This design comes from an exercise in tuning for small area on the open sky130 flow, not from production work. The RTL was checked by simulation tests, not by an equivalence proof against the original design. Power and IR drop assume default switching activity.

==> flow/design.v <==
module rf_aoi222 (
    input  logic a1, a2, b1, b2, c1, c2,
    output logic y
);
    assign y = ~((a1 & a2) | (b1 & b2) | (c1 & c2));
endmodule
module rf_nand2 (
    input  logic a, b,
    output logic y
);
    assign y = ~(a & b);
endmodule
module rf_nand3 (
    input  logic a, b, c,
    output logic y
);
    assign y = ~(a & b & c);
endmodule
module rf_nand4 (
    input  logic a, b, c, d,
    output logic y
);
    assign y = ~(a & b & c & d);
endmodule
module rf_or3 (
    input  logic a, b, c,
    output logic y
);
    assign y = a | b | c;
endmodule
module rf_ao31 (
    input  logic [31:1] sel,
    input  logic [31:1] d,
    output logic        y
);
    logic [10:0] x;
    logic [2:0]  p;
    for (genvar j = 0; j < 10; j++) begin : g_aoi
        rf_aoi222 u_aoi (
            .a1(sel[3*j+1]), .a2(d[3*j+1]),
            .b1(sel[3*j+2]), .b2(d[3*j+2]),
            .c1(sel[3*j+3]), .c2(d[3*j+3]),
            .y(x[j])
        );
    end
    rf_nand2 u_n31 (.a(sel[31]), .b(d[31]), .y(x[10]));
    rf_nand4 u_p0 (.a(x[0]), .b(x[1]), .c(x[2]),  .d(x[3]), .y(p[0]));
    rf_nand4 u_p1 (.a(x[4]), .b(x[5]), .c(x[6]),  .d(x[7]), .y(p[1]));
    rf_nand3 u_p2 (.a(x[8]), .b(x[9]), .c(x[10]),           .y(p[2]));
    rf_or3   u_o  (.a(p[0]), .b(p[1]), .c(p[2]), .y(y));
endmodule
module rf_nor2 (
    input  logic a, b,
    output logic y
);
    assign y = ~(a | b);
endmodule
module rf_and3 (
    input  logic a, b, c,
    output logic y
);
    assign y = a & b & c;
endmodule
module rf_pre (
    input  logic [4:0] addr,
    output logic [3:0] lo,
    output logic [7:0] hi
);
    for (genvar k = 0; k < 4; k++) begin : g_lo
        assign lo[k] = (addr[1:0] == 2'(k));
    end
    for (genvar k = 0; k < 8; k++) begin : g_hi
        assign hi[k] = (addr[4:2] == 3'(k));
    end
endmodule
module rf_pre_n (
    input  logic [4:0] addr,
    input  logic       en,
    output logic [3:0] lo_n,
    output logic [7:0] hi_n
);
    for (genvar k = 0; k < 4; k++) begin : g_lo
        assign lo_n[k] = ~(en && (addr[1:0] == 2'(k)));
    end
    for (genvar k = 0; k < 8; k++) begin : g_hi
        assign hi_n[k] = ~(addr[4:2] == 3'(k));
    end
endmodule
module rf_bmux (
    input  logic [3:0]  lo,
    input  logic [7:0]  hi,
    input  logic [31:1] busy,
    output logic        y
);
    always_comb begin
        y = 1'b0;
        for (int i = 1; i < 32; i++) y = y | (lo[i % 4] & hi[i / 4] & busy[i]);
    end
endmodule
module rf_cnt (
    input  logic [5:0] cnt,
    input  logic       inc,
    input  logic       dec,
    input  logic       clr,
    output logic [5:0] nxt
);
    assign nxt = clr ? 6'd0 : cnt + 6'(inc) - 6'(dec);
endmodule
module regfile_scoreboard (
    input  logic        clock,
    input  logic        ctrl_reset_n,
    input  logic        ctrl_writeEnable,
    input  logic [4:0]  ctrl_writeReg,
    input  logic [31:0] data_writeReg,
    input  logic [4:0]  ctrl_readRegA,
    input  logic [4:0]  ctrl_readRegB,
    output logic [31:0] data_readRegA,
    output logic [31:0] data_readRegB,
    output logic        busyA,
    output logic        busyB,
    input  logic        ctrl_issueEnable,
    input  logic [4:0]  ctrl_issueReg,
    input  logic        ctrl_flush,
    output logic [5:0]  busy_count,
    output logic        err_doubleIssue
);
    logic [31:0] regs_r [1:31];
    logic [31:1] valid_r;
    logic [31:1] busy_r;
    logic [5:0]  count_r;
    logic [5:0]  count_nxt_s;
    logic        err_r;
    logic [3:0]  wlo_n, ilo_n, alo, blo;
    logic [7:0]  whi_n, ihi_n, ahi, bhi;
    logic [31:1] wsel_s, isel_s, asel_s, bsel_s;
    logic        we_eff_s, iss_eff_s, same_s;
    logic        busy_iss_s, busy_wr_s;
    logic        cnt_set_s, cnt_clr_s, dbl_issue_s;
    rf_pre_n u_wpre (.addr(ctrl_writeReg), .en(ctrl_writeEnable), .lo_n(wlo_n), .hi_n(whi_n));
    rf_pre_n u_ipre (.addr(ctrl_issueReg), .en(ctrl_issueEnable), .lo_n(ilo_n), .hi_n(ihi_n));
    rf_pre   u_apre (.addr(ctrl_readRegA), .lo(alo), .hi(ahi));
    rf_pre   u_bpre (.addr(ctrl_readRegB), .lo(blo), .hi(bhi));
    for (genvar i = 1; i < 32; i++) begin : g_dec
        rf_nor2 u_w (.a(wlo_n[i % 4]), .b(whi_n[i / 4]), .y(wsel_s[i]));
        rf_nor2 u_i (.a(ilo_n[i % 4]), .b(ihi_n[i / 4]), .y(isel_s[i]));
        rf_and3 u_a (.a(alo[i % 4]), .b(ahi[i / 4]), .c(valid_r[i]), .y(asel_s[i]));
        rf_and3 u_b (.a(blo[i % 4]), .b(bhi[i / 4]), .c(valid_r[i]), .y(bsel_s[i]));
    end
    always_ff @(posedge clock) begin
        for (int i = 1; i < 32; i++) begin
            if (wsel_s[i]) regs_r[i] <= data_writeReg;
        end
    end
    always_ff @(posedge clock or negedge ctrl_reset_n) begin
        if (!ctrl_reset_n) begin
            valid_r <= '0;
        end else begin
            valid_r <= valid_r | wsel_s;
        end
    end
    rf_ao31 u_biss (.sel(isel_s), .d(busy_r), .y(busy_iss_s));
    rf_ao31 u_bwr  (.sel(wsel_s), .d(busy_r), .y(busy_wr_s));
    assign we_eff_s    = ctrl_writeEnable && (ctrl_writeReg != 5'd0);
    assign iss_eff_s   = ctrl_issueEnable && (ctrl_issueReg != 5'd0);
    assign same_s      = (ctrl_issueReg == ctrl_writeReg);
    assign cnt_set_s   = iss_eff_s && !busy_iss_s;
    assign cnt_clr_s   = busy_wr_s && !(iss_eff_s && same_s);
    assign dbl_issue_s = busy_iss_s && !(we_eff_s && same_s);
    rf_cnt u_cnt (.cnt(count_r), .inc(cnt_set_s), .dec(cnt_clr_s), .clr(ctrl_flush), .nxt(count_nxt_s));
    always_ff @(posedge clock or negedge ctrl_reset_n) begin
        if (!ctrl_reset_n) begin
            busy_r  <= '0;
            count_r <= '0;
            err_r   <= 1'b0;
        end else begin
            busy_r  <= ctrl_flush ? '0 : (isel_s | (busy_r & ~wsel_s));
            count_r <= count_nxt_s;
            err_r   <= !ctrl_flush && (err_r || dbl_issue_s);
        end
    end
    for (genvar b = 0; b < 32; b++) begin : g_rd
        logic [31:1] col;
        for (genvar i = 1; i < 32; i++) begin : g_col
            assign col[i] = regs_r[i][b];
        end
        rf_ao31 u_a (.sel(asel_s), .d(col), .y(data_readRegA[b]));
        rf_ao31 u_b (.sel(bsel_s), .d(col), .y(data_readRegB[b]));
    end
    rf_bmux u_busya (.lo(alo), .hi(ahi), .busy(busy_r), .y(busyA));
    rf_bmux u_busyb (.lo(blo), .hi(bhi), .busy(busy_r), .y(busyB));
    assign busy_count      = count_r;
    assign err_doubleIssue = err_r;
endmodule
==> flow/flow/run.sh <==
#!/bin/bash
set -euo pipefail
export BUFFER_PORTS_ARGS="-buffer_cell sky130_fd_sc_hd__buf_1"
export CTS_ARGS="-sink_clustering_enable -repair_clock_nets -dont_use_dummy_load -sink_clustering_size 16 -sink_clustering_max_diameter 60 -buf_list {sky130_fd_sc_hd__clkbuf_8}"
bash standard.sh finish > flow_make.log 2>&1
==> flow/standard.sh <==
#!/bin/bash
# synth_recipe.tcl (not shown) runs the flow's synth.tcl, then flattens the netlist and writes it again
# the make line also repeats each setting of config.mk as NAME=value (left out here)
make -C /OpenROAD-flow-scripts/flow DESIGN_CONFIG=/design/flow/config.mk WORK_HOME=/design/flow/orfs CLKGATE_MAP_FILE= SYNTH_SCRIPT=/design/flow/synth_recipe.tcl "${@:-finish}"
==> flow/config.mk <==
export PLATFORM = sky130hd
export DESIGN_NAME = regfile_scoreboard
export DESIGN_NICKNAME = regfile_scoreboard
export VERILOG_FILES = /design/flow/design.v
export SDC_FILE = /design/flow/constraint.sdc
export NUM_CORES = 4
export LEC_CHECK = 0
export CAP_MARGIN = 5
export CORE_MARGIN = 2
export CORE_UTILIZATION = 40
export SETUP_SLACK_MARGIN = 0.2
export SLEW_MARGIN = 5
export SYNTH_HIERARCHICAL = 1
export SYNTH_MINIMUM_KEEP_SIZE = 0
==> flow/constraint.sdc <==
create_clock -name core_clock -period 7.0 [get_ports {clock}]
set_input_delay 1.4000 -clock core_clock [delete_from_list [all_inputs] [get_ports {clock}]]
set_output_delay 1.4000 -clock core_clock [all_outputs]
set_load 0.01 [all_outputs]
==> impl_results.md, run 1 <==
- Clock Root Buffer: clkbuf_8
- Data required, critical path: 5.60 ns
- NumNets Final: 2853
- Post-Synthesis Cells: 2458
- Layout cells sized above 1: 0.104
- CTS Buffer Depth: 3
- Simple-gate portion of the synthesized area: 0.0767
- Hold Buf Count CTS: 0
- Compound-Gate Fraction of Synth Area: 0.169
- Post-CTS setup buffers: 0
- Fin. max-slew vios: 0
- Area leader, netlist: edfxtp_1
- Setup TNS: 0 ns
- # DRC: 0
- Syn_nets: 2522
- Final hold violation count: 0
- Count leader, synth: edfxtp_1
- Crit path DAT: 4.72 ns
- Yosys top cell area share: 0.705
- Core area: 105000 um^2
- Pint: 8.35 mW
- DR pass1 iterations: 13
- Final period utilization: 0.874
- Fin util: 0.446
- Synthesized cell area: 42300 um^2
- CTS Sinks: 1061
- Main combinational cell family by area after synthesis: compound AO/OA/AOI/OAI gates
- EDFF count, synth: 992
- Vert. Die Dim: 329 um
- Largest net degree at the start of global routing: 70
- First-pass GRT wire length: 216 mm
- Synth top cells by count: edfxtp_1 (992), a222oi_1 (668), nand4_1 (133), nor2_1 (101), nand2_1 (77)
- Synth unique cells: 37
- Comb pwr share: 0.084
- Min Tclk post-route: 6.12 ns
- CTS buffer count: 81
- Synth Flop Type: edfxtp_1
- CTS tree: yes
- Final Wtd Congestion: 0.904
- Initial core utilization: 0.403
- FILL cells: 9207
- H-tree depth: 3
- Final setup fails: 0
- Via Count: 31214
- Post-DP Area: 45600 um^2
- WL/cell: 37.3 um
- Hpwl dp: 86.3 mm
- Leakage: 14.6 nW
- Iter 0 DRT Violations: 8262
- Flop and latch count out of synthesis: 1061
- Sw Ratio: 0.240
- Port Buffer Count: 129
- Measured slew at the worst slew-check pin: 1.36 ns
- Mux cell area share after synthesis: 0
- Crit end category: output pin
- Cts repair resizes: 0
- Mean Syn Cell Area: 17.2 um^2
- Grt total ovfl: 0
- Sequential Power Share: 0.648
- Drt total wl: 156 mm
- Finished Cell Area: 46800 um^2
- Antenna Nets Post-Route: 0
- Insertion delay to the later sink of the worst-skew pair: 0.69 ns
- Status: complete, no violations
- Largest cells by area after synthesis: edfxtp_1 (71%), a222oi_1 (16%), dfrtp_1 (4.1%), nand4_1 (2.0%), or3_1 (1.0%)
- Die span in x: 329 um
- Fmax: 0.163 GHz
- PD cells: 235 nW/um^2
- Area Overhead vs Synth: 10.7%
- Drt via density: 7.47
- Rows: 119
- Asr flop ratio synth: 0.0650
- Switch Pwr: 2.64 mW
- Synth warn: 9
- Worst-path fanout max: 20
- Worst Skew: 0.0276 ns
- Critical path class: in -> out
- HP Class: reg -> reg
- RSZ-0062 raised after global routing: false
- Footprint of the multi-input gates: 10800 um^2
- Initial antenna violation count: 2
- Clock Power Share: 0.268
- GRT Total Usage: 0.278
- Vias in the first global route: 30321
- Post-Synth XOR/XNOR Area: 0.00187
- Critical Path Start Type: input port
- IO Pins: 130
- Clock-pin transition on the worst setup and hold timing paths: 0.08 ns
- Die Area: 108000 um^2
- Sequential fraction of the synthesis area: 0.746
- Max Cap Violations: 0
- Max-slew headroom: 0.0958
- Adder-cell share of the synthesized area: 0.00225
- Worst VDD drop: 0.171 mV
- FF/Latch Area: 31500 um^2
power by group through the flow:
| stage | registers [mW] | clock network (mW) | logic, mW |
|---|---|---|---|
| floorplan | 7.25 | 0 | 0.390 |
| global placement | 7.25 | 0 | 0.868 |
| detailed placement | 7.26 | 0 | 0.889 |
| CTS | 7.12 | 2.98 | 0.892 |
| global route | 7.13 | 3.19 | 0.957 |
| finish | 7.12 | 2.95 | 0.922 |
worst max-delay path, stage by stage:
cell	delay, ns
buf_1	0.23
nor3b_1	0.95
and3_1	0.78
buf_4	0.47
a222oi_1	0.18
nand4_1	0.15
or3_1	0.32
buf_1	0.21
layout by cell type (no fill, tap or decap), types with 3 or more instances in the layout:
master / count
inv_1: 44
dfrtp_1: 69
xnor2_1: 6
nor3b_1: 6
ha_1: 6
and3b_2: 6
and3_1: 54
and3_2: 10
buf_4: 123
nor2b_1: 7
xor2_1: 3
nand3b_1: 10
nand4_1: 133
or2_2: 31
edfxtp_1: 992
or3b_1: 8
buf_1: 127
a21oi_1: 34
nand2_1: 77
nor2_4: 31
a22oi_1: 22
a21o_1: 3
or3_1: 68
clkbuf_8: 81
a222oi_1: 668
nor2_1: 70
nand3_1: 74
stage by stage:
stage               std cells  worst slack, ns  hold WS [ns]  power (mW)
finish                   4179            0.883         0.483        11.0
global route             4179            0.994         0.496        11.3
CTS                      4176             1.15         0.484        11.0
detailed placement       4095             1.16         0.461        8.15
global placement         4095             1.15         0.458        8.12
floorplan                2458             1.57         0.445        7.64
cell type report:
cell class | instances | area share
Sequential cell | 1061 | 0.674
Multi-Input combinational cell | 1346 | 0.231
Tap cell | 1391 | 0.0372
Timing Repair Buffer | 255 | 0.0311
Clock buffer | 81 | 0.0238
Inverter | 44 | 0.00353
Antenna cell | 1 | 0.0000535
sequential cells by signal, summed over array words and instances, names as in the netlist:
register and flops:
busy_r 31, count_r 6, err_r 1, regs_r 992
valid_r 31
worst paths after layout:
| kind | startpoint | endpoint | slack [ns] | depth (start not counted) |
|---|---|---|---|---|
| worst max register to register | busy_r[13] | count_r[4] | 3.43 | 13 |
| worst min-delay path | valid_r[12] | valid_r[12] | 0.48 | 1 |
| min in group asynchronous | ctrl_reset_n | valid_r[21] | 0.97 | 2 |
| worst max-delay path | ctrl_readRegA[2] | data_readRegA[24] | 0.88 | 8 |
| worst min register to register | valid_r[12] | valid_r[12] | 0.48 | 1 |
| max in group asynchronous | ctrl_reset_n | busy_r[15] | 5.36 | 2 |
metal layers:
metal | track usage | vias to the layer above | wire [um] | share of wire
met3 | 0.0690 | 433 | 23400 | 0.15
li1 | - | 12299 | - | -
met4 | 0.144 | 2 | 9100 | 0.058
met1 | 0.368 | 15575 | 53800 | 0.35
met5 | 0 | - | 13 | 0.000083
met2 | 0.426 | 2905 | 69500 | 0.45
per-module statistics from Yosys (local to each module, per instance), a selection:
module,cell area [um^2],times used,cells
rf_and3,6.26,62,1
rf_nand4,6.26,132,1
rf_cnt,250,1,33
rf_nand3,5.00,66,1
rf_aoi222,10.0,660,1
rf_pre_n,88.8,2,12
rf_or3,6.26,66,1
rf_pre,87.6,2,12
regfile_scoreboard,32200,1,1205
rf_nand2,3.75,66,1
rf_bmux,189,2,29
rf_nor2,3.75,62,1
cell families after synthesis:
logic type,after synthesis
flops,1061
xor+xnor,9
buf+inv,51
simple gates,592
compound gates,738
fa+ha+maj,7
==> run 2, diff against run 1 <==
--- a/flow/config.mk
+++ b/flow/config.mk
@@ -6,9 +6,10 @@
 export NUM_CORES = 4
 export LEC_CHECK = 0
-export CAP_MARGIN = 5
+export CAP_MARGIN = 20
 export CORE_MARGIN = 2
 export CORE_UTILIZATION = 40
+export GPL_TIMING_DRIVEN = 0
 export SETUP_SLACK_MARGIN = 0.2
-export SLEW_MARGIN = 5
+export SLEW_MARGIN = 20
 export SYNTH_HIERARCHICAL = 1
 export SYNTH_MINIMUM_KEEP_SIZE = 0
==> run 2 against run 1 <==
Effect of this change: still clean on timing, DRC and antenna; clock skew rose by 0.0022 ns; first-iteration DRC count rose by 7.9%; register-to-register slack improved by 0.21 ns; critical path depth did not move; non-clock buffer count did not move; combinational power rose by 2%; wire length barely moved; clock power barely moved; critical endpoint unchanged; largest cell class unchanged.
==> impl_results.md, run 2 <==
- Count leader, synth: edfxtp_1
- Max Cap Violations: 0 (unchanged)
- CTS buffer count: 82 (+1.2%)
- Clock Power Share: 0.268 (about the same)
- Final hold violation count: 0 (unchanged)
- Syn_nets: 2522 (unchanged)
- Area leader, netlist: edfxtp_1
- Worst VDD drop: 0.200 mV (+17%)
- Worst path slowest cell: nor2b_1
- CTS Sinks: 1061 (unchanged)
- NumNets Final: 2854 (+0.035%)
- Largest register FFs: 992 (unchanged)
- Core area: 105000 um^2 (unchanged)
- Fin util: 0.463 (+0.0169)
- Sequential fraction of the synthesis area: 0.746 (unchanged)
- Final setup fails: 0 (unchanged)
- Synth top cells by count: edfxtp_1 (992), a222oi_1 (668), nand4_1 (133), nor2_1 (101), nand2_1 (77)
- Largest net degree at the start of global routing: 33 (-53%)
- Cts repair resizes: 0 (unchanged)
- Crit path buffers/inverters: 3 (unchanged)
- Crit path DAT: 4.26 ns (-0.46 ns)
- CTS tree: yes
- Most frequent cells in the layout: edfxtp_1 (992), a222oi_1 (668), nand4_1 (133)
- Grt total ovfl: 0 (unchanged)
- Crit end category: output pin
- Antenna Nets Post-Route: 0 (unchanged)
- Iter 0 DRT Violations: 8913 (+7.9%)
- Cell family with most CP delay: simple AND/OR/NAND/NOR gates
- Synth unique cells: 37 (unchanged)
- Asr flop ratio synth: 0.0650 (unchanged)
- Vert. Die Dim: 329 um (unchanged)
- Post-Synthesis Cells: 2458 (unchanged)
- IO Pins: 130 (unchanged)
- Pint: 8.38 mW (+0.40%)
- Largest cells by area after synthesis: edfxtp_1 (71%), a222oi_1 (16%), dfrtp_1 (4.1%), nand4_1 (2.0%), or3_1 (1.0%)
- Clock Root Buffer: clkbuf_8
- # DRC: 0 (unchanged)
- HP Class: reg -> reg
- Switch Pwr: 2.64 mW (+0.14%)
- Fmax: 0.177 GHz (+8.0%)
- GRT Total Usage: 0.277 (-0.000908)
- Die Area: 108000 um^2 (unchanged)
- Die span in x: 329 um (unchanged)
- Cell mode on critical path: buf_1
- Synthesized cell area: 42300 um^2 (unchanged)
- Initial core utilization: 0.403 (unchanged)
- FILL cells: 8873 (-3.6%)
- Sequential Power Share: 0.646 (-0.002)
- Critical path class: in -> out
- Worst Skew: 0.0298 ns (+0.00223 ns)
- Vias in the first global route: 30423 (+0.34%)
- Initial antenna violation count: 13 (+11)
- CTS Buffer Depth: 3 (unchanged)
- Regs by FF count: regs_r x992, busy_r x31, valid_r x31
- Hpwl dp: 103 mm (+20%)
- Comb pwr share: 0.085 (about the same)
- Drt total wl: 156 mm (about the same)
- Post-DP Area: 47400 um^2 (+3.8%)
- Measured slew at the worst slew-check pin: 1.00 ns (-0.354 ns)
- Sw Ratio: 0.240 (-0.000475)
- Cells along the critical path: buf_1 > nor2b_1 > and3_2 > buf_12 > a222oi_1 > nand4_1 > or3_1 > buf_1
- Data required, critical path: 5.60 ns (about the same)
- Max incr delay on CP: 0.81 ns (-0.14 ns)
- Worst-path fanout max: 24 (+20%)
- Final period utilization: 0.809 (-0.0648)
- First-pass GRT wire length: 215 mm (-0.28%)
- Rows: 119 (unchanged)
- Max-slew headroom: 0.330 (+0.235)
- Post-CTS setup buffers: 0 (unchanged)
- PD cells: 227 nW/um^2 (-3.3%)
- Flop and latch count out of synthesis: 1061 (unchanged)
- Mean Syn Cell Area: 17.2 um^2 (unchanged)
- Area Overhead vs Synth: 14.9%
- WL/cell: 37.2 um (-0.13%)
- Final Wtd Congestion: 0.913 (+0.93%)
- Finished Cell Area: 48600 um^2 (+3.8%)
- Clock-pin transition on the worst setup and hold timing paths: 0.07 ns (about the same)
- Yosys top cell area share: 0.705 (unchanged)
- Insertion delay to the later sink of the worst-skew pair: 0.70 ns (about the same)
- Synth Flop Type: edfxtp_1
- Via Count: 31458 (+0.78%)
- Drt via density: 7.52 (+0.71%)
- Critical Path Start Type: input port
- Leakage: 15.1 nW (+3.2%)
- Min Tclk post-route: 5.66 ns (-0.454 ns)
- Footprint of the multi-input gates: 10900 um^2 (+0.67%)
- H-tree depth: 3 (unchanged)
- Status: complete, no violations
- DR pass1 iterations: 13 (unchanged)
- Biggest register: regs_r
- FF/Latch Area: 31500 um^2 (unchanged)
- RSZ-0062 raised after global routing: false
- Port Buffer Count: 129 (unchanged)
- Commonest non-fill, non-tap cell in the layout: edfxtp_1
- Layout cells sized above 1: 0.132 (+0.0279)
- Hold Buf Count CTS: 0 (unchanged)
- EDFF count, synth: 992 (unchanged)
- Synth warn: 9 (unchanged)
- Fin. max-slew vios: 0 (unchanged)
run 2: through the flow:
stage	hold slack, ns	TNS, ns	total power, mW	setup WS [ns]	cells
6_report	0.489	0	11.0	1.34	4182
5_1_grt	0.500	0	11.3	1.33	4181
4_1_cts	0.488	0	11.0	1.21	4179
3_5_place_dp	0.462	0	8.17	1.22	4097
3_3_place_gp	0.458	-5.53	8.08	-1.27	3978
2_1_floorplan	0.445	0	7.64	1.57	2458
run 2: final cells by class:
type                    count  share of cell area
flip-flops and latches   1061               0.649
plain buffers               7            0.000541
inverters                  44             0.00340
multi-input cells        1346               0.224
well taps                1391              0.0358
repair buffers            248              0.0640
clock buffers              82              0.0232
diodes                      3            0.000155
run 2: final timing paths:
check,start,end,slack [ns],cells after the start
max in group asynchronous,ctrl_reset_n,valid_r[22],5.93,2
worst max register to register,busy_r[13],count_r[4],3.64,13
worst min-delay path,valid_r[3],valid_r[3],0.49,1
worst min register to register,valid_r[3],valid_r[3],0.49,1
worst max-delay path,ctrl_readRegA[0],data_readRegA[24],1.34,8
min in group asynchronous,ctrl_reset_n,count_r[4],0.59,1
run 2: per-module statistics from Yosys, one instance, submodules excluded, excerpt:
module,flops+latches,copies in the design,cells inside,cell area (um^2)
rf_pre_n,0,2,12,88.8
rf_nor2,0,62,1,3.75
rf_cnt,0,1,33,250
rf_and3,0,62,1,6.26
rf_aoi222,0,660,1,10.0
regfile_scoreboard,1061,1,1205,32200
rf_nand4,0,132,1,6.26
rf_nand3,0,66,1,5.00
rf_or3,0,66,1,6.26
rf_nand2,0,66,1,3.75
rf_bmux,0,2,29,189
run 2: kinds of logic (layout without fill, tap and decap cells):
logic type,Yosys count,count (layout),share of synthesized area
simple gates,592,592,0.0767
buf+inv,51,381,0.00453
other cells,0,3,0
flops,1061,1061,0.746
xor+xnor,9,9,0.00187
compound gates,738,738,0.169
fa+ha+maj,7,7,0.00225
run 2: layer usage:
metal  part of all wire  vias up  GRT usage
met5            0.00073        -          0
li1                   -    12330          -
met1               0.35    15565      0.378
met2               0.43     3086      0.403
met3               0.16      459     0.0812
met4              0.060       18      0.146
run 2: power by group through the flow:
stage	combinational, mW	sequential (mW)	clock, mW
3_5_place_dp	0.906	7.27	0
2_1_floorplan	0.390	7.25	0
3_3_place_gp	0.823	7.26	0
5_1_grt	0.968	7.14	3.21
4_1_cts	0.908	7.12	2.99
6_report	0.940	7.13	2.96
run 2: worst register-to-register path: stages (launching register included):
cell	delay [ns]
dfrtp_1	0.42
a222oi_1	0.43
nand4_1	0.21
or3_1	0.46
nor2_1	0.12
inv_1	0.05
ha_1	0.27
inv_1	0.04
ha_1	0.20
fa_1	0.44
a21o_1	0.17
a21oi_1	0.18
xor2_1	0.16
nor2_1	0.06
==> run 3, diff against run 2 <==
--- a/flow/config.mk
+++ b/flow/config.mk
@@ -9,5 +9,4 @@
 export CORE_MARGIN = 2
 export CORE_UTILIZATION = 40
-export GPL_TIMING_DRIVEN = 0
 export SETUP_SLACK_MARGIN = 0.2
 export SLEW_MARGIN = 20
==> run 3 against run 2 <==
Effect of this change: still clean on timing, DRC and antenna; via count shrank 0.97%; worst setup slack lost 0.47 ns; area after synthesis is the same; final area shrank 3.6%; register-to-register slack lost 0.15 ns; final cell count is essentially flat; sequential cell count is the same; highest routed layer is now met4.
==> impl_results.md, run 3 <==
- Sequential fraction of the synthesis area: 0.746 (unchanged)
- Dpl cells: 4096 (-0.024%)
- Min Tclk post-route: 6.14 ns (+0.473 ns)
- Yosys top cell area share: 0.705 (unchanged)
- Die span in x: 329 um (unchanged)
- Largest net degree at the start of global routing: 70 (+110%)
- Max Cap Violations: 0 (unchanged)
- Flop and latch count out of synthesis: 1061 (unchanged)
- Vias in the first global route: 30071 (-1.2%)
- Data required, critical path: 5.60 ns (about the same)
- Hold depth: 1 (unchanged)
- Total power: 11.0 mW (-0.24%)
- Worst VDD drop: 0.165 mV (-18%)
- Sink of the worst hold path: valid_r[12]
- Worst-path fanout max: 20 (-17%)
- Final period utilization: 0.877 (+0.0675)
- H-tree depth: 3 (unchanged)
- R2r startpoint: busy_r[13]
- Layout cells sized above 1: 0.107 (-0.0254)
- Syn_nets: 2522 (unchanged)
- NumNets Final: 2852 (-0.070%)
- Synth Flop Type: edfxtp_1
- WL/cell: 37.2 um (about the same)
- Asr flop ratio synth: 0.0650 (unchanged)
- HP Class: reg -> reg
- Largest register FFs: 992 (unchanged)
- Count leader, synth: edfxtp_1
- First-pass GRT wire length: 215 mm (about the same)
- Cell family with most CP delay: simple AND/OR/NAND/NOR gates
- Critical path class: in -> out
- Worst path slowest cell: nor3b_1
- Hold Buf Count CTS: 0 (unchanged)
- Regs by FF count: regs_r x992, busy_r x31, valid_r x31
- Insertion delay to the later sink of the worst-skew pair: 0.70 ns (about the same)
- Post-CTS setup buffers: 0 (unchanged)
- Core area: 105000 um^2 (unchanged)
- EDFF count, synth: 992 (unchanged)
- Synthesized cell area: 42300 um^2 (unchanged)
- Post-Synthesis Cells: 2458 (unchanged)
- CTS Buffer Depth: 3 (unchanged)
- Max incr delay on CP: 0.95 ns (+0.14 ns)
- Area Overhead vs Synth: 10.7%
- Antenna Nets Post-Route: 0 (unchanged)
- Cell mode on critical path: buf_1
- Crit path DAT: 4.74 ns (+0.48 ns)
- Largest cells by area after synthesis: edfxtp_1 (71%), a222oi_1 (16%), dfrtp_1 (4.1%), nand4_1 (2.0%), or3_1 (1.0%)
- Synth unique cells: 37 (unchanged)
- Initial antenna violation count: 2 (-11)
- Synth top cells by count: edfxtp_1 (992), a222oi_1 (668), nand4_1 (133), nor2_1 (101), nand2_1 (77)
- IO Pins: 130 (unchanged)
- Crit path buffers/inverters: 3 (unchanged)
- Leakage: 14.6 nW (-3.0%)
- Clock-pin transition on the worst setup and hold timing paths: 0.09 ns (+0.02 ns)
- Post-DP Area: 45700 um^2 (-3.7%)
- Via Count: 31154 (-0.97%)
- Max-slew headroom: 0.192 (-0.138)
- GRT Total Usage: 0.278 (+0.000394)
- Crit end category: output pin
- Reg2reg end: count_r[4]
- Final Wtd Congestion: 0.904 (-0.92%)
- Area leader, netlist: edfxtp_1
- Hpwl dp: 86.4 mm (-16%)
- Critical Path Start Type: input port
- Synth warn: 9 (unchanged)
- Drt via density: 7.45 (-0.94%)
- CTS tree: yes
- Grt total ovfl: 0 (unchanged)
- Cts repair resizes: 0 (unchanged)
- Iter 0 DRT Violations: 8254 (-7.4%)
- DR pass1 iterations: 17 (+4)
- CTS Sinks: 1061 (unchanged)
- Rows: 119 (unchanged)
- CTS buffer count: 81 (-1.2%)
- Vert. Die Dim: 329 um (unchanged)
- Cells along the critical path: buf_1 > nor3b_1 > and3_1 > buf_4 > a222oi_1 > nand4_1 > or3_1 > buf_1
- PD cells: 235 nW/um^2 (+3.5%)
- Finished Cell Area: 46800 um^2 (-3.6%)
- Clock Root Buffer: clkbuf_8
- Final hold violation count: 0 (unchanged)
- FF-to-FF path depth: 13 (unchanged)
- Layout Cells excl Fill: 4181 (-0.024%)
- Fin. max-slew vios: 0 (unchanged)
- Fmax: 0.163 GHz (-7.7%)
- Biggest register: regs_r
- Final setup fails: 0 (unchanged)
- Most frequent cells in the layout: edfxtp_1 (992), a222oi_1 (668), nand4_1 (133)
- RSZ-0062 raised after global routing: false
- Setup TNS: 0 ns (unchanged)
- Mean Syn Cell Area: 17.2 um^2 (unchanged)
- Drt total wl: 156 mm (about the same)
- Measured slew at the worst slew-check pin: 1.21 ns (+0.209 ns)
- Status: complete, no violations
- Fin util: 0.446 (-0.0168)
- Die Area: 108000 um^2 (unchanged)
- Initial core utilization: 0.403 (unchanged)
- # DRC: 0 (unchanged)
- Hold path start: valid_r[12]
- Commonest non-fill, non-tap cell in the layout: edfxtp_1
- Worst reg-to-reg setup slack: 3.49 ns (-0.15 ns)
- Worst Skew: 0.0497 ns (+0.0198 ns)
- Port Buffer Count: 129 (unchanged)
[run 3: how the worst max path moves through the flow]
stage                                start                 to  slack (ns)  cells past startpoint
after floorplan           ctrl_writeReg[4]         count_r[4]        1.57                     14
after global placement    ctrl_readRegA[2]  data_readRegA[18]        1.15                      8
after detailed placement  ctrl_readRegA[2]  data_readRegA[10]        1.17                      8
after CTS                 ctrl_readRegA[2]  data_readRegA[10]        1.15                      8
after global routing      ctrl_readRegA[2]  data_readRegA[24]        0.90                      8
final                     ctrl_readRegA[2]  data_readRegA[18]        0.86                      8
[run 3: per-stage QoR]
stage	hold slack [ns]	setup slack, ns
after floorplan	0.445	1.57
after global routing	0.502	0.905
final	0.483	0.864
after global placement	0.458	1.15
after CTS	0.485	1.15
after detailed placement	0.464	1.17
[run 3: report_power, final]
part           internal [mW]  switching [mW]
clock network           1.04            1.92
logic                  0.261           0.662
registers               7.05          0.0700
total                   8.35            2.65
[run 3: final cells by class]
class,count,area (um^2)
fill,9227,58200
sequential,1061,31500
multi-input combinational,1346,10800
tap,1391,1740
timing repair buffer,254,1450
clock buffer,81,1110
inverter,44,165
antenna,4,10.0
[run 3: cell families (layout without fill, tap and decap cells)]
logic type / count (synthesis) / after routing / synth area share
flops: 1061 / 1061 / 0.746
compound gates: 738 / 738 / 0.169
simple gates: 592 / 592 / 0.0767
buf+inv: 51 / 379 / 0.00453
xor+xnor: 9 / 9 / 0.00187
fa+ha+maj: 7 / 7 / 0.00225
other cells: 0 / 4 / 0
[run 3: per-module statistics from Yosys, one instance, submodules excluded, excerpt]
module / times used / flip-flops and latches
regfile_scoreboard: 1 / 1061
rf_and3: 62 / 0
rf_aoi222: 660 / 0
rf_bmux: 2 / 0
rf_cnt: 1 / 0
rf_nand2: 66 / 0
rf_nand3: 66 / 0
rf_nand4: 132 / 0
rf_nor2: 62 / 0
rf_or3: 66 / 0
rf_pre: 2 / 0
rf_pre_n: 2 / 0
[run 3: metal layers]
metal / global-route usage / part of all wire / up-vias
li1: - / - / 12300
met1: 0.371 / 0.35 / 15574
met2: 0.429 / 0.45 / 2869
met3: 0.0646 / 0.14 / 411
met4: 0.135 / 0.055 / 0
met5: 0 / 0 / -
==> run 4, diff against run 3 <==
--- a/flow/config.mk
+++ b/flow/config.mk
@@ -8,5 +8,5 @@
 export CAP_MARGIN = 20
 export CORE_MARGIN = 2
-export CORE_UTILIZATION = 40
+export CORE_UTILIZATION = 60
 export SETUP_SLACK_MARGIN = 0.2
 export SLEW_MARGIN = 20
==> run 4 against run 3 <==
Effect of this change: sequential cell count unchanged; via count increased by 2.7%; clock power about the same; register-to-register slack about the same; combinational power decreased by 2.6%; first-iteration DRC count decreased by 0.61%; clock skew increased by 0.017 ns; worst setup slack improved by 0.26 ns; critical endpoint is now data_readRegA[31]; largest cell class unchanged.
==> impl_results.md, run 4 <==
- Area Overhead vs Synth: 9.59%
- Data required, critical path: 5.60 ns (about the same)
- Cts repair resizes: 0 (unchanged)
- Synth top cells by count: edfxtp_1 (992), a222oi_1 (668), nand4_1 (133), nor2_1 (101), nand2_1 (77)
- Core area: 69900 um^2 (-33%)
- Setup TNS: 0 ns (unchanged)
- Measured slew at the worst slew-check pin: 1.32 ns (+0.112 ns)
- Largest register FFs: 992 (unchanged)
- Mean Syn Cell Area: 17.2 um^2 (unchanged)
- Grt total ovfl: 0 (unchanged)
- Critical Path Start Type: input port
- Hpwl dp: 90.0 mm (+4.2%)
- Most frequent cells in the layout: edfxtp_1 (992), a222oi_1 (668), nand4_1 (133)
- Biggest register: regs_r
- Crit end category: output pin
- Layout cells sized above 1: 0.121 (+0.0141)
- Port Buffer Count: 129 (unchanged)
- Max Cap Violations: 0 (unchanged)
- Die span in x: 269 um (-18%)
- Synth unique cells: 37 (unchanged)
- Count leader, synth: edfxtp_1
- Worst path slowest cell: and3_2
- Clock Power Share: 0.268 (about the same)
- Synth warn: 9 (unchanged)
- Clock Root Buffer: clkbuf_8
- Min Tclk post-route: 5.88 ns (-0.260 ns)
- Hold path start: valid_r[30]
- Cells along the critical path: buf_1 > nor3b_1 > and3_2 > a222oi_1 > nand4_1 > or3_1 > buf_1
- NumNets Final: 2849 (-0.11%)
- EDFF count, synth: 992 (unchanged)
- Iter 0 DRT Violations: 8204 (-0.61%)
- Final period utilization: 0.839 (-0.0371)
- Asr flop ratio synth: 0.0650 (unchanged)
- Synth Flop Type: edfxtp_1
- HP Class: reg -> reg
- Max incr delay on CP: 1.13 ns (+0.18 ns)
- # DRC: 0 (unchanged)
- Syn_nets: 2522 (unchanged)
- Worst setup path start: ctrl_readRegA[3]
- Cell mode on critical path: buf_1
- Crit path DAT: 4.48 ns (-0.26 ns)
- Setup ws final: 1.12 ns (+0.260 ns)
- Fmax: 0.170 GHz (+4.4%)
- Initial antenna violation count: 2 (unchanged)
- Pint: 8.34 mW (-0.11%)
- First-pass GRT wire length: 217 mm (+1.0%)
- Critical path class: in -> out
- Initial core utilization: 0.604 (+0.202)
- Post-CTS setup buffers: 0 (unchanged)
- Insertion delay to the later sink of the worst-skew pair: 0.72 ns (+0.02 ns)
- Sequential fraction of the synthesis area: 0.746 (unchanged)
- Clock-pin transition on the worst setup and hold timing paths: 0.10 ns (about the same)
- Area leader, netlist: edfxtp_1
- Drt via density: 8.58 (+15%)
- Worst-path fanout max: 32 (+60%)
- Leakage: 14.6 nW (-0.16%)
- Antenna Nets Post-Route: 0 (unchanged)
- Status: complete, no violations
- Hold Buf Count CTS: 0 (unchanged)
- Synthesized cell area: 42300 um^2 (unchanged)
- Max-slew headroom: 0.118 (-0.0744)
- Largest net degree at the start of global routing: 70 (unchanged)
- Yosys top cell area share: 0.705 (unchanged)
- Cell family with most CP delay: simple AND/OR/NAND/NOR gates
- CTS buffer count: 80 (-1.2%)
- R2r startpoint: busy_r[10]
- IO Pins: 130 (unchanged)
- Die Area: 72600 um^2 (-33%)
- Switch Pwr: 2.62 mW (-1.2%)
- Worst Skew: 0.0664 ns (+0.0167 ns)
- Drt total wl: 157 mm (+0.52%)
- Post-Synthesis Cells: 2458 (unchanged)
- Final setup fails: 0 (unchanged)
- Via Count: 31998 (+2.7%)
- Largest cells by area after synthesis: edfxtp_1 (71%), a222oi_1 (16%), dfrtp_1 (4.1%), nand4_1 (2.0%), or3_1 (1.0%)
- Final hold violation count: 0 (unchanged)
- Flop and latch count out of synthesis: 1061 (unchanged)
- WL/cell: 42.0 um (+13%)
- CTS Buffer Depth: 3 (unchanged)
- PD cells: 237 nW/um^2 (+0.65%)
- DR pass1 iterations: 14 (-3)
- Worst VDD drop: 0.193 mV (+17%)
- CTS tree: yes
- GRT Total Usage: 0.420 (+0.143)
- Regs by FF count: regs_r x992, busy_r x31, valid_r x31
- Comb pwr share: 0.082 (-0.002)
- Sw Ratio: 0.239 (-0.00201)
- CTS Sinks: 1061 (unchanged)
- Placement Setup Slack: 1.34 ns (+0.169 ns)
- Fin. max-slew vios: 0 (unchanged)
- Vert. Die Dim: 269 um (-18%)
- Vias in the first global route: 31036 (+3.2%)
- Rows: 97 (-18%)
- Crit path buffers/inverters: 2 (-1)
- RSZ-0062 raised after global routing: false
- Commonest non-fill, non-tap cell in the layout: edfxtp_1
- H-tree depth: 3 (unchanged)
- Sequential Power Share: 0.650 (+0.003)
- Final Wtd Congestion: 0.991 (+9.6%)
==> run 4: cell counts after synthesis <==
No cell type changed its count.
==> run 4: path summary, 6_finish.rpt <==
path	endpoint	slack, ns	cells after the start
min in group asynchronous	valid_r[4]	0.89	2
worst max register to register	count_r[4]	3.48	13
worst min-delay path	valid_r[30]	0.49	1
max in group asynchronous	count_r[5]	5.38	2
worst min register to register	valid_r[30]	0.49	1
worst max-delay path	data_readRegA[31]	1.12	7
==> run 4: layout make-up <==
type	instances	area [um^2]
flip-flops and latches	1061	31500
clock buffers	80	1100
inverters	44	165
well taps	940	1180
fillers	4916	23600
multi-input cells	1346	10800
repair buffers	252	1490
diodes	7	17.5
==> run 4: per-module statistics from Yosys (local to each module, per instance), excerpt <==
| module | copies in the design | cells | area [um^2] |
|---|---|---|---|
| rf_pre | 2 | 12 | 87.6 |
| rf_nor2 | 62 | 1 | 3.75 |
| rf_cnt | 1 | 33 | 250 |
| rf_nand2 | 66 | 1 | 3.75 |
| rf_bmux | 2 | 29 | 189 |
| rf_aoi222 | 660 | 1 | 10.0 |
| regfile_scoreboard | 1 | 1205 | 32200 |
| rf_nand4 | 132 | 1 | 6.26 |
| rf_or3 | 66 | 1 | 6.26 |
| rf_pre_n | 2 | 12 | 88.8 |
| rf_nand3 | 66 | 1 | 5.00 |
==> run 4: cells by family after synthesis <==
kind of cell,after synthesis,share of synthesized area
AOI/OAI and AO/OA,738,0.169
and+or+nand+nor,592,0.0767
buffers and inverters,51,0.00453
xor gates and xnor gates,9,0.00187
DFF,1061,0.746
adders and majority gates,7,0.00225
==> run 4: power by group through the flow <==
stage / Sequential [mW] / Clock (mW) / Combinational [mW]
6_report: 7.12 / 2.94 / 0.899
5_1_grt: 7.14 / 3.13 / 0.923
2_1_floorplan: 7.25 / 0 / 0.390
4_1_cts: 7.12 / 2.93 / 0.863
3_3_place_gp: 7.25 / 0 / 0.840
3_5_place_dp: 7.26 / 0 / 0.862
==> run 4: per-layer routing <==
metal  vias to the layer above  share of wire  routed length, um  track usage
met5                         -              0                  0            0
met4                         0          0.066              10400        0.248
met3                       553           0.16              25500        0.113
met2                      3400           0.44              69100        0.626
met1                     15744           0.33              51600        0.562
li1                      12301              -                  -            -
==> run 4: per-stage QoR <==
| step | cell area (um^2) | instances | util | hold slack [ns] | total power [mW] |
|---|---|---|---|---|---|
| after floorplan | 42300 | 2458 | - | 0.445 | 7.64 |
| after global placement | 45200 | 3641 | 0.646 | 0.459 | 8.09 |
| after detailed placement | 45200 | 3643 | 0.646 | 0.464 | 8.12 |
| after CTS | 46300 | 3723 | 0.662 | 0.491 | 10.9 |
| after global routing | 46300 | 3725 | 0.662 | 0.507 | 11.2 |
| final | 46300 | 3730 | 0.662 | 0.492 | 11.0 |
==> run 4: worst reg2reg max path, cell delays in order (launching register included) <==
cell and delay (ns):
dfrtp_1 0.44, a222oi_1 0.43, nand4_1 0.25, or3_1 0.44, nor2_1 0.23, inv_1 0.07, ha_1 0.27, inv_1 0.04
ha_1 0.20, fa_1 0.44, a21o_1 0.18, a21oi_1 0.16, xor2_1 0.16, nor2_1 0.06
==> run 5, diff against run 4 <==
--- a/flow/design.v
+++ b/flow/design.v
@@ -11,10 +11,4 @@
     assign y = ~(a & b);
 endmodule
-module rf_nand3 (
-    input  logic a, b, c,
-    output logic y
-);
-    assign y = ~(a & b & c);
-endmodule
 module rf_nand4 (
     input  logic a, b, c, d,
@@ -22,10 +16,4 @@
 );
     assign y = ~(a & b & c & d);
-endmodule
-module rf_or3 (
-    input  logic a, b, c,
-    output logic y
-);
-    assign y = a | b | c;
 endmodule
 module rf_ao31 (
@@ -45,8 +33,8 @@
     end
     rf_nand2 u_n31 (.a(sel[31]), .b(d[31]), .y(x[10]));
-    rf_nand4 u_p0 (.a(x[0]), .b(x[1]), .c(x[2]),  .d(x[3]), .y(p[0]));
-    rf_nand4 u_p1 (.a(x[4]), .b(x[5]), .c(x[6]),  .d(x[7]), .y(p[1]));
-    rf_nand3 u_p2 (.a(x[8]), .b(x[9]), .c(x[10]),           .y(p[2]));
-    rf_or3   u_o  (.a(p[0]), .b(p[1]), .c(p[2]), .y(y));
+    rf_nand4 u_p0 (.a(x[0]), .b(x[1]), .c(x[2]), .d(x[3]), .y(p[0]));
+    rf_nand4 u_p1 (.a(x[4]), .b(x[5]), .c(x[6]), .d(x[7]), .y(p[1]));
+    rf_nor2  u_r  (.a(p[0]), .b(p[1]), .y(p[2]));
+    rf_nand4 u_o  (.a(p[2]), .b(x[8]), .c(x[9]), .d(x[10]), .y(y));
 endmodule
 module rf_nor2 (
--- a/flow/config.mk
+++ b/flow/config.mk
@@ -8,5 +8,5 @@
 export CAP_MARGIN = 20
 export CORE_MARGIN = 2
-export CORE_UTILIZATION = 60
+export CORE_UTILIZATION = 40
 export SETUP_SLACK_MARGIN = 0.2
 export SLEW_MARGIN = 20
==> run 5 against run 4 <==
Effect of this change: utilization fell by 22 points; global-route usage down 13 points; clock skew increased by 0.028 ns; final area up 1.4%; sequential power hardly changed; worst hold slack got worse by 0.0076 ns; critical path depth grew 1; largest cell class unchanged.
==> impl_results.md, run 5 <==
- Status: complete, no violations
- Worst-path fanout max: 32 (unchanged)
- Min Tclk post-route: 6.00 ns (+0.122 ns)
- Port Buffer Count: 129 (unchanged)
- Max Cap Violations: 0 (unchanged)
- Max-slew headroom: 0.155 (+0.0366)
- Vias in the first global route: 31306 (+0.87%)
- Crit end category: output pin
- CTS Buffer Depth: 3 (unchanged)
- Grt total ovfl: 0 (unchanged)
- Biggest register: regs_r
- Leakage: 14.4 nW (-1.8%)
- Largest cells by area after synthesis: edfxtp_1 (71%), a222oi_1 (16%), dfrtp_1 (4.1%), nand4_1 (3.0%), nor2_1 (1.5%)
- Final Wtd Congestion: 0.899 (-9.3%)
- Worst path slowest cell: and3_2
- Area leader, netlist: edfxtp_1
- Critical path class: in -> out
- Layout cells sized above 1: 0.129 (+0.00780)
- Rows: 119 (+23%)
- Synth top cells by count: edfxtp_1 (992), a222oi_1 (668), nand4_1 (199), nor2_1 (167), nand2_1 (77)
- Cell family with most CP delay: simple AND/OR/NAND/NOR gates
- Measured slew at the worst slew-check pin: 1.27 ns (-0.0549 ns)
- Asr flop ratio synth: 0.0650 (unchanged)
- Flop and latch count out of synthesis: 1061 (unchanged)
- Iter 0 DRT Violations: 8034 (-2.1%)
- Largest net degree at the start of global routing: 70 (unchanged)
- Clock Root Buffer: clkbuf_8
- H-tree depth: 3 (unchanged)
- GRT Total Usage: 0.289 (-0.132)
- DR pass1 iterations: 12 (-2)
- Synth Flop Type: edfxtp_1
- Max incr delay on CP: 1.08 ns (-0.05 ns)
- Cts repair resizes: 0 (unchanged)
- Synth warn: 9 (unchanged)
- Most frequent cells in the layout: edfxtp_1 (992), a222oi_1 (668), nand4_1 (199)
- Final period utilization: 0.857 (+0.0174)
- PD cells: 235 nW/um^2 (-0.63%)
- # DRC: 0 (unchanged)
- Count leader, synth: edfxtp_1
- Initial core utilization: 0.402 (-0.203)
- Syn_nets: 2522 (unchanged)
- Total power: 11.0 mW (+0.73%)
- Worst Skew: 0.0940 ns (+0.0276 ns)
- HP Class: reg -> reg
- Final hold violation count: 0 (unchanged)
- Crit path DAT: 4.60 ns (+0.12 ns)
- Drt total wl: 161 mm (+3.1%)
- Fin. max-slew vios: 0 (unchanged)
- EDFF count, synth: 992 (unchanged)
- Hold Buf Count CTS: 0 (unchanged)
- Yosys top cell area share: 0.706 (+0.00138)
- Fmax: 0.167 GHz (-2.0%)
- CTS buffer count: 85 (+6.3%)
- WL/cell: 38.5 um (-8.3%)
- Worst VDD drop: 0.116 mV (-40%)
- First-pass GRT wire length: 223 mm (+2.7%)
- Largest register FFs: 992 (unchanged)
- Insertion delay to the later sink of the worst-skew pair: 0.78 ns (+0.06 ns)
- Commonest non-fill, non-tap cell in the layout: edfxtp_1
- Data required, critical path: 5.60 ns (about the same)
- CTS Sinks: 1061 (unchanged)
- Synth unique cells: 37 (unchanged)
- Cells along the critical path: buf_1 > nor3b_1 > and3_2 > a222oi_1 > nand4_1 > nor2_1 > nand4_1 > buf_1
- Regs by FF count: regs_r x992, busy_r x31, valid_r x31
- IO Pins: 130 (unchanged)
- Area Overhead vs Synth: 11.3%
- Die span in x: 329 um (+22%)
- Critical Path Start Type: input port
- Mean Syn Cell Area: 17.2 um^2 (-0.20%)
- Vert. Die Dim: 329 um (+22%)
- Post-Synthesis Cells: 2458 (unchanged)
- Drt via density: 7.59 (-12%)
- Die Area: 108000 um^2 (+49%)
- NumNets Final: 2859 (+0.35%)
- CTS tree: yes
- RSZ-0062 raised after global routing: false
- Final setup fails: 0 (unchanged)
- Antenna Nets Post-Route: 0 (unchanged)
- Core area: 105000 um^2 (+50%)
- Crit path buffers/inverters: 2 (unchanged)
- Clock-pin transition on the worst setup and hold timing paths: 0.08 ns (-0.02 ns)
- Synthesized cell area: 42200 um^2 (-0.20%)
- FILL cells: 9102 (+85%)
- Setup TNS: 0 ns (unchanged)
- Post-CTS setup buffers: 0 (unchanged)
- Via Count: 31814 (-0.58%)
- Initial antenna violation count: 12 (+10)
- Hpwl dp: 91.5 mm (+1.7%)
- Sequential fraction of the synthesis area: 0.747 (+0.00146)
[run 5: cells by family (layout without fill, tap and decap cells)]
family / Yosys count / after routing / synth area share
buf+inv: 51 / 386 / 0.00454
fa+ha+maj: 7 / 7 / 0.00225
flops: 1061 / 1061 / 0.747
compound gates: 738 / 738 / 0.169
other cells: 0 / 8 / 0
simple gates: 592 / 592 / 0.0749
xor+xnor: 9 / 9 / 0.00187
[run 5: worst paths after layout]
check,startpoint,endpoint,slack (ns),cells past startpoint
max,ctrl_readRegA[4],data_readRegA[24],1.00,8
min,valid_r[20],valid_r[20],0.48,1
max reg2reg,busy_r[13],count_r[4],3.65,14
min reg2reg,valid_r[20],valid_r[20],0.48,1
max in group asynchronous,ctrl_reset_n,valid_r[12],5.47,2
min in group asynchronous,ctrl_reset_n,valid_r[3],0.87,2
[run 5: worst reg2reg max path, stage by stage, from the launching register on]
cell and delay (ns):
dfrtp_1 0.44, a222oi_1 0.45, nand4_1 0.21, nor2_1 0.16
nand4_1 0.18, nor2_1 0.15, inv_1 0.05, ha_1 0.26
inv_1 0.04, ha_1 0.20, fa_1 0.44, a21o_1 0.17
a21oi_1 0.18, xor2_1 0.18, nor2_1 0.06
[run 5: final cells by class]
cell class,instances,area (um^2),area share
Clock buffer,85,1170,0.0249
Tap cell,1391,1740,0.0371
Antenna cell,8,20.0,0.000426
Inverter,44,165,0.00352
Sequential cell,1061,31500,0.671
Multi-Input combinational cell,1346,10800,0.229
Timing Repair Buffer,257,1560,0.0333
[run 5: power breakdown]
group | switching (mW) | internal (mW)
clock | 1.97 | 1.09
sequential | 0.0728 | 7.05
combinational | 0.607 | 0.253
total | 2.65 | 8.39
[run 5: layer usage]
metal | vias up | wire [um] | track usage
met4 | 10 | 9160 | 0.151
met5 | - | 92 | 0
met2 | 2971 | 74100 | 0.458
met3 | 616 | 22700 | 0.0760
met1 | 15883 | 55300 | 0.364
li1 | 12334 | - | -
[run 5: per-stage QoR]
stage / hold WS, ns / instances / setup slack [ns] / cell area, um^2 / util
global placement: 0.458 / 4097 / 1.42 / 45700 / 0.435
floorplan: 0.445 / 2458 / 1.53 / 42200 / -
detailed placement: 0.462 / 4097 / 1.25 / 45700 / 0.435
CTS: 0.485 / 4182 / 1.26 / 46900 / 0.446
global route: 0.504 / 4186 / 1.09 / 46900 / 0.447
finish: 0.484 / 4192 / 1.00 / 46900 / 0.447
[run 5: per-module statistics from Yosys, one instance, submodules excluded, excerpt]
| module | times used | flops+latches |
|---|---|---|
| rf_nand4 | 198 | 0 |
| rf_nor2 | 128 | 0 |
| rf_pre | 2 | 0 |
| rf_aoi222 | 660 | 0 |
| rf_and3 | 62 | 0 |
| rf_bmux | 2 | 0 |
| rf_nand2 | 66 | 0 |
| rf_cnt | 1 | 0 |
| regfile_scoreboard | 1 | 1061 |
| rf_pre_n | 2 | 0 |
==> run 6, diff against run 5 <==
--- a/flow/design.v
+++ b/flow/design.v
@@ -61,4 +61,23 @@
         assign hi[k] = (addr[4:2] == 3'(k));
     end
+endmodule
+module rf_pre_e (
+    input  logic [4:0] addr,
+    input  logic       en,
+    output logic [3:0] lo,
+    output logic [7:0] hi
+);
+    for (genvar k = 0; k < 4; k++) begin : g_lo
+        assign lo[k] = en && (addr[1:0] == 2'(k));
+    end
+    for (genvar k = 0; k < 8; k++) begin : g_hi
+        assign hi[k] = (addr[4:2] == 3'(k));
+    end
+endmodule
+module rf_and2 (
+    input  logic a, b,
+    output logic y
+);
+    assign y = a & b;
 endmodule
 module rf_pre_n (
@@ -119,16 +138,16 @@
     logic [5:0]  count_nxt_s;
     logic        err_r;
-    logic [3:0]  wlo_n, ilo_n, alo, blo;
-    logic [7:0]  whi_n, ihi_n, ahi, bhi;
+    logic [3:0]  wlo, ilo_n, alo, blo;
+    logic [7:0]  whi, ihi_n, ahi, bhi;
     logic [31:1] wsel_s, isel_s, asel_s, bsel_s;
     logic        we_eff_s, iss_eff_s, same_s;
     logic        busy_iss_s, busy_wr_s;
     logic        cnt_set_s, cnt_clr_s, dbl_issue_s;
-    rf_pre_n u_wpre (.addr(ctrl_writeReg), .en(ctrl_writeEnable), .lo_n(wlo_n), .hi_n(whi_n));
+    rf_pre_e u_wpre (.addr(ctrl_writeReg), .en(ctrl_writeEnable), .lo(wlo), .hi(whi));
     rf_pre_n u_ipre (.addr(ctrl_issueReg), .en(ctrl_issueEnable), .lo_n(ilo_n), .hi_n(ihi_n));
     rf_pre   u_apre (.addr(ctrl_readRegA), .lo(alo), .hi(ahi));
     rf_pre   u_bpre (.addr(ctrl_readRegB), .lo(blo), .hi(bhi));
     for (genvar i = 1; i < 32; i++) begin : g_dec
-        rf_nor2 u_w (.a(wlo_n[i % 4]), .b(whi_n[i / 4]), .y(wsel_s[i]));
+        rf_and2 u_w (.a(wlo[i % 4]), .b(whi[i / 4]), .y(wsel_s[i]));
         rf_nor2 u_i (.a(ilo_n[i % 4]), .b(ihi_n[i / 4]), .y(isel_s[i]));
         rf_and3 u_a (.a(alo[i % 4]), .b(ahi[i / 4]), .c(valid_r[i]), .y(asel_s[i]));
==> flow/flow/run.sh (replaced) <==
#!/bin/bash
set -euo pipefail
export BUFFER_PORTS_ARGS="-buffer_cell sky130_fd_sc_hd__buf_1"
export PRE_GLOBAL_PLACE_TCL="$PWD/flow/upsize.tcl"
export CTS_ARGS="-sink_clustering_enable -repair_clock_nets -dont_use_dummy_load -sink_clustering_size 16 -sink_clustering_max_diameter 60 -buf_list {sky130_fd_sc_hd__clkbuf_8}"
bash standard.sh finish > flow_make.log 2>&1
==> flow/flow/upsize.tcl (new file) <==
# Run before global placement (PRE_GLOBAL_PLACE_TCL): give the drivers of the
# register file's wide select nets (write enables and read selects, each with
# 32 or more loads) a drive strength that can carry the net without the
# resizer adding a buffer after a minimum-size gate.
set upsize_map {
  sky130_fd_sc_hd__and2_1 sky130_fd_sc_hd__and2_4
  sky130_fd_sc_hd__and3_1 sky130_fd_sc_hd__and3_2
}
set n_up 0
foreach inst [get_cells *] {
  set ref [get_property $inst ref_name]
  if { ![dict exists $upsize_map $ref] } { continue }
  set fanout 0
  foreach pin [get_pins -of_objects $inst] {
    if { [get_property $pin direction] eq "output" } {
      set net [get_nets -of_objects $pin]
      set fanout [llength [get_pins -of_objects $net -filter "direction==input"]]
    }
  }
  if { $fanout >= 24 } {
    replace_cell $inst [dict get $upsize_map $ref]
    incr n_up
  }
}
puts "upsize.tcl: resized $n_up select drivers"
==> run 6 against run 5 <==
Effect of this change: register-to-register slack improved by 0.16 ns; worst hold slack improved by 0.0030 ns; combinational power rose by 1%; count of clock-buffer cells in the layout did not move; global-route usage rose by 1.5 points; sequential cell count did not move; critical endpoint is now data_readRegA[2]; via count rose by 0.33%; still clean; final cell count fell by 0.24%.
==> impl_results.md, run 6 <==
- R2r startpoint: busy_r[19]
- Antenna Nets Post-Route: 0 (unchanged)
- H-tree depth: 3 (unchanged)
- Die span in x: 329 um (about the same)
- Worst setup path start: ctrl_readRegA[4]
- WL/cell: 40.4 um (+5.1%)
- Vias in the first global route: 31537 (+0.74%)
- Core area: 105000 um^2 (unchanged)
- Final hold violation count: 0 (unchanged)
- Synth top cells by count: edfxtp_1 (992), a222oi_1 (668), nand4_1 (199), nor2_1 (136), nand2_1 (77)
- Worst-path fanout max: 30 (-6.3%)
- Critical path class: in -> out
- Rows: 119 (unchanged)
- DR pass1 iterations: 13 (+1)
- GRT Total Usage: 0.304 (+0.0150)
- Crit path DAT: 4.46 ns (-0.14 ns)
- Setup TNS: 0 ns (unchanged)
- Biggest register: regs_r
- Status: complete, no violations
- Yosys top cell area share: 0.705 (-0.00142)
- Mean Syn Cell Area: 17.2 um^2 (+0.20%)
- Cts repair resizes: 0 (unchanged)
- Layout cells sized above 1: 0.134 (+0.00485)
- Synth Flop Type: edfxtp_1
- Count leader, synth: edfxtp_1
- Area Overhead vs Synth: 11.1%
- Hold depth: 1 (unchanged)
- Worst Skew: 0.0381 ns (-0.0559 ns)
- NumNets Final: 2855 (-0.14%)
- # DRC: 0 (unchanged)
- Regs by FF count: regs_r x992, busy_r x31, valid_r x31
- Footprint of the multi-input gates: 10700 um^2 (-0.58%)
- Largest register FFs: 992 (unchanged)
- Fin. max-slew vios: 0 (unchanged)
- Post-CTS setup buffers: 0 (unchanged)
- Flop and latch count out of synthesis: 1061 (unchanged)
- Final Wtd Congestion: 0.885 (-1.6%)
- Hold Buf Count CTS: 0 (unchanged)
- Final period utilization: 0.838 (-0.0189)
- Syn_nets: 2522 (unchanged)
- CTS Buffer Depth: 3 (unchanged)
- Initial antenna violation count: 7 (-5)
- PD cells: 235 nW/um^2 (-0.11%)
- Min Tclk post-route: 5.86 ns (-0.133 ns)
- Die Area: 108000 um^2 (+0.20%)
- Initial core utilization: 0.403 (+0.000811)
- FF/Latch Area: 31500 um^2 (unchanged)
- CTS Sinks: 1061 (unchanged)
- Worst VDD drop: 0.147 mV (+26%)
- Largest cells by area after synthesis: edfxtp_1 (70%), a222oi_1 (16%), dfrtp_1 (4.1%), nand4_1 (2.9%), nor2_1 (1.2%)
- Via Count: 31919 (+0.33%)
- Crit end category: output pin
- Asr flop ratio synth: 0.0650 (unchanged)
- Clock-pin transition on the worst setup and hold timing paths: 0.08 ns (about the same)
- Synthesized cell area: 42300 um^2 (+0.20%)
- RSZ-0062 raised after global routing: false
- First-pass GRT wire length: 232 mm (+4.0%)
- Data required, critical path: 5.60 ns (about the same)
- CP endpoint: data_readRegA[2]
- Final setup fails: 0 (unchanged)
- Grt total ovfl: 0 (unchanged)
- Synth unique cells: 38 (+2.7%)
- Fmax: 0.171 GHz (+2.3%)
- Critical Path Start Type: input port
- Commonest non-fill, non-tap cell in the layout: edfxtp_1
- IO Pins: 130 (unchanged)
- Synth warn: 9 (unchanged)
- Largest net degree at the start of global routing: 70 (unchanged)
- Post-Synthesis Cells: 2458 (unchanged)
- FILL cells: 9117 (+0.16%)
- Worst reg-to-reg setup slack: 3.81 ns (+0.16 ns)
- EDFF count, synth: 992 (unchanged)
- Hold path start: valid_r[14]
- HP Class: reg -> reg
- CTS tree: yes
- Most frequent cells in the layout: edfxtp_1 (992), a222oi_1 (668), nand4_1 (199)
- Port Buffer Count: 129 (unchanged)
- Insertion delay to the later sink of the worst-skew pair: 0.74 ns (-0.04 ns)
- Clock Root Buffer: clkbuf_8
- Area leader, netlist: edfxtp_1
- Iter 0 DRT Violations: 8533 (+6.2%)
- Reg2reg end: count_r[4]
- Max Cap Violations: 0 (unchanged)
- Fin util: 0.447 (about the same)
- Sequential fraction of the synthesis area: 0.746 (-0.00150)
- Max-slew headroom: 0.233 (+0.0787)
- CTS buffer count: 85 (unchanged)
- FF-to-FF path depth: 14 (unchanged)
- Leakage: 14.5 nW (+0.94%)
- Measured slew at the worst slew-check pin: 1.15 ns (-0.118 ns)
- Vert. Die Dim: 329 um (about the same)
- Hpwl dp: 98.3 mm (+7.5%)
- Drt total wl: 169 mm (+4.8%)
- Drt via density: 7.63 (+0.57%)
## run 6: how the worst min path moves through the flow
stage / endpoint
after floorplan: valid_r[10]
after global placement: valid_r[8]
after detailed placement: valid_r[17]
after CTS: valid_r[14]
after global routing: valid_r[31]
final: valid_r[14]
## run 6: layout make-up
cell class                 count  share of cell area
antenna                        2            0.000107
clock buffer                  85              0.0249
inverter                      44             0.00352
multi-input combinational   1346               0.228
sequential                  1061               0.671
tap                         1391              0.0371
timing repair buffer         253              0.0353
## run 6: logic make-up after synthesis
family / synth area share
AO/OA/AOI/OAI: 0.169
XOR/XNOR: 0.00187
adder cells (fa/ha/maj): 0.00225
buffers and inverters: 0.00453
flip-flops: 0.746
AND/OR/NAND/NOR: 0.0768
## run 6: per-module statistics from Yosys, one instance, submodules excluded, a selection
module | area, um^2 | copies in the design | cells | flip-flops and latches
rf_pre_e | 96.3 | 1 | 12 | 0
regfile_scoreboard | 32200 | 1 | 1205 | 1061
rf_bmux | 189 | 2 | 29 | 0
rf_aoi222 | 10.0 | 660 | 1 | 0
rf_nand4 | 6.26 | 198 | 1 | 0
rf_and2 | 6.26 | 31 | 1 | 0
rf_nor2 | 3.75 | 97 | 1 | 0
## run 6: routing by layer
layer,vias to the layer above,part of all wire,global-route usage
met2,3112,0.45,0.475
met1,15839,0.33,0.373
met5,-,0.00041,0
met3,647,0.15,0.0883
li1,12311,-,-
met4,10,0.066,0.183
## run 6: power breakdown
part | switching (mW) | internal (mW)
Sequential | 0.0728 | 7.05
Clock | 1.95 | 1.08
Combinational | 0.613 | 0.257
Total | 2.64 | 8.39
## run 6: worst max-delay path, cell delays in order
cell and delay (ns):
buf_1 0.22, nor3b_1 0.77, and3_2 1.13, buf_4 0.29, a222oi_1 0.08, nand4_1 0.16
nor2_1 0.10, nand4_1 0.12, buf_1 0.17
## run 6: stage by stage
stage / cell area [um^2] / worst slack, ns / std cells / power (mW) / hold WS (ns)
floorplan: 42300 / 2.31 / 2458 / 7.64 / 0.445
global placement: 45800 / 1.37 / 4095 / 8.08 / 0.458
detailed placement: 45800 / 1.28 / 4095 / 8.11 / 0.461
CTS: 46900 / 1.28 / 4180 / 11.0 / 0.483
global route: 47000 / 1.22 / 4181 / 11.3 / 0.495
finish: 47000 / 1.14 / 4182 / 11.0 / 0.487
==> run 7, diff against run 6 <==
--- a/flow/config.mk
+++ b/flow/config.mk
@@ -9,4 +9,5 @@
 export CORE_MARGIN = 2
 export CORE_UTILIZATION = 40
+export GPL_TIMING_DRIVEN = 0
 export SETUP_SLACK_MARGIN = 0.2
 export SLEW_MARGIN = 20
==> run 7 against run 6 <==
Effect of this change: critical path type unchanged; register-to-register slack got worse by 0.08 ns; still clean on timing, DRC and antenna; global-route usage fell by 0.90 points; final cell count fell by 2.7%.
==> impl_results.md, run 7 <==
- Final period utilization: 0.895 (+0.0574)
- Die Area: 108000 um^2 (unchanged)
- Synth top cells by count: edfxtp_1 (992), a222oi_1 (668), nand4_1 (199), nor2_1 (136), nand2_1 (77)
- Grt total ovfl: 0 (unchanged)
- Final setup fails: 0 (unchanged)
- Post-DP Area: 44700 um^2 (-2.3%)
- Most frequent cells in the layout: edfxtp_1 (992), a222oi_1 (668), nand4_1 (199)
- Rows: 119 (unchanged)
- Area leader, netlist: edfxtp_1
- Worst VDD drop: 0.118 mV (-20%)
- Mean Syn Cell Area: 17.2 um^2 (unchanged)
- Max Cap Violations: 0 (unchanged)
- Clock-pin transition on the worst setup and hold timing paths: 0.09 ns (about the same)
- Leakage: 13.8 nW (-4.7%)
- # DRC: 0 (unchanged)
- Max-slew headroom: 0.115 (-0.118)
- Flop and latch count out of synthesis: 1061 (unchanged)
- HP Class: reg -> reg
- Post-CTS setup buffers: 0 (unchanged)
- Data required, critical path: 5.60 ns (about the same)
- Port Buffer Count: 129 (unchanged)
- Finished Cell Area: 46000 um^2 (-2.0%)
- First-pass GRT wire length: 226 mm (-2.8%)
- EDFF count, synth: 992 (unchanged)
- Hold Buf Count CTS: 0 (unchanged)
- Die span in x: 329 um (unchanged)
- Regs by FF count: regs_r x992, busy_r x31, valid_r x31
- Measured slew at the worst slew-check pin: 1.33 ns (+0.178 ns)
- IO Pins: 130 (unchanged)
- Insertion delay to the later sink of the worst-skew pair: 0.71 ns (-0.03 ns)
- Core area: 105000 um^2 (unchanged)
- Hold depth: 1 (unchanged)
- Crit path buffers/inverters: 2 (-1)
- Final Wtd Congestion: 0.861 (-2.7%)
- Synth Flop Type: edfxtp_1
- Initial core utilization: 0.403 (unchanged)
- Min Tclk post-route: 6.27 ns (+0.402 ns)
- Syn_nets: 2522 (unchanged)
- Status: complete, no violations
- CTS Buffer Depth: 3 (unchanged)
- Synth unique cells: 38 (unchanged)
- WL/cell: 40.5 um (+0.26%)
- Cell family with most CP delay: simple AND/OR/NAND/NOR gates
- Vias in the first global route: 31483 (-0.17%)
- Post-Synthesis Cells: 2458 (unchanged)
- Clock Root Buffer: clkbuf_8
- Max incr delay on CP: 1.13 ns (about the same)
- Worst path slowest cell: and3_2
- Worst-path fanout max: 32 (+6.7%)
-- run 7: layout make-up --
cell class	count	area [um^2]
clock buffers	80	1100
multi-input cells	1346	10800
well taps	1391	1740
inverters	44	165
repair buffers	137	669
diodes	5	12.5
fillers	9178	58900
plain buffers	7	26.3
flip-flops and latches	1061	31500
-- run 7: through the flow --
step	util	setup slack [ns]	cells
finish	0.439	0.733	4071
global route	0.438	0.839	4068
CTS	0.436	0.745	4062
detailed placement	0.426	0.780	3982
global placement	0.425	0.879	3978
floorplan	-	2.31	2458
-- run 7: worst register-to-register path, delay by kind of cell (launching register included) --
kind	cells	cell delay, ns
AOI/OAI and AO/OA	3	0.76
xor gates and xnor gates	1	0.17
adders and majority gates	3	0.91
buffers and inverters	2	0.09
DFF	1	0.44
and+or+nand+nor	5	0.78
-- run 7: final timing paths --
kind	from	endpoint	slack [ns]
worst min-delay path	valid_r[4]	valid_r[4]	0.49
worst max-delay path	ctrl_readRegA[3]	data_readRegA[4]	0.73
min in group asynchronous	ctrl_reset_n	valid_r[11]	0.65
max in group asynchronous	ctrl_reset_n	busy_r[14]	5.57
worst max register to register	busy_r[4]	count_r[4]	3.73
worst min register to register	valid_r[4]	valid_r[4]	0.49
-- run 7: kinds of logic (layout without fill, tap and decap cells) --
logic type	Yosys count	after routing
AOI/OAI and AO/OA	738	738
xor gates and xnor gates	9	9
adders and majority gates	7	7
buffers and inverters	51	268
DFF	1061	1061
other	0	5
and+or+nand+nor	592	592
-- run 7: metal layers --
metal	track usage	up-vias	wire length, um
met3	0.0782	654	22600
met4	0.195	10	10600
li1	-	12090	-
met1	0.356	15790	55300
met2	0.466	2920	76400
met5	0	-	74
-- run 7: power by group --
part	switching [mW]	total (mW)	internal [mW]
Sequential	0.0742	7.13	7.05
Clock	1.89	2.92	1.03
Combinational	0.625	0.868	0.243
-- run 7: modules after synthesis (local to each module, per instance), a selection --
module	cell area (um^2)	times used	flops+latches	cells inside
rf_and2	6.26	31	0	1
rf_cnt	250	1	0	33
rf_aoi222	10.0	660	0	1
rf_and3	6.26	62	0	1
rf_nand2	3.75	66	0	1
rf_pre_e	96.3	1	0	12
rf_bmux	189	2	0	29
rf_pre_n	88.8	1	0	12
rf_nor2	3.75	97	0	1
rf_pre	87.6	2	0	12
rf_nand4	6.26	198	0	1
regfile_scoreboard	32200	1	1061	1205

Check on run 7: ideal ports give 0.733 ns setup slack; a clkbuf_16 on the clock port and buf_2 on the inputs give 0.710 ns; moving port delays by the midpoint clock arrival (0.754 ns) as well gives 0.710 ns.
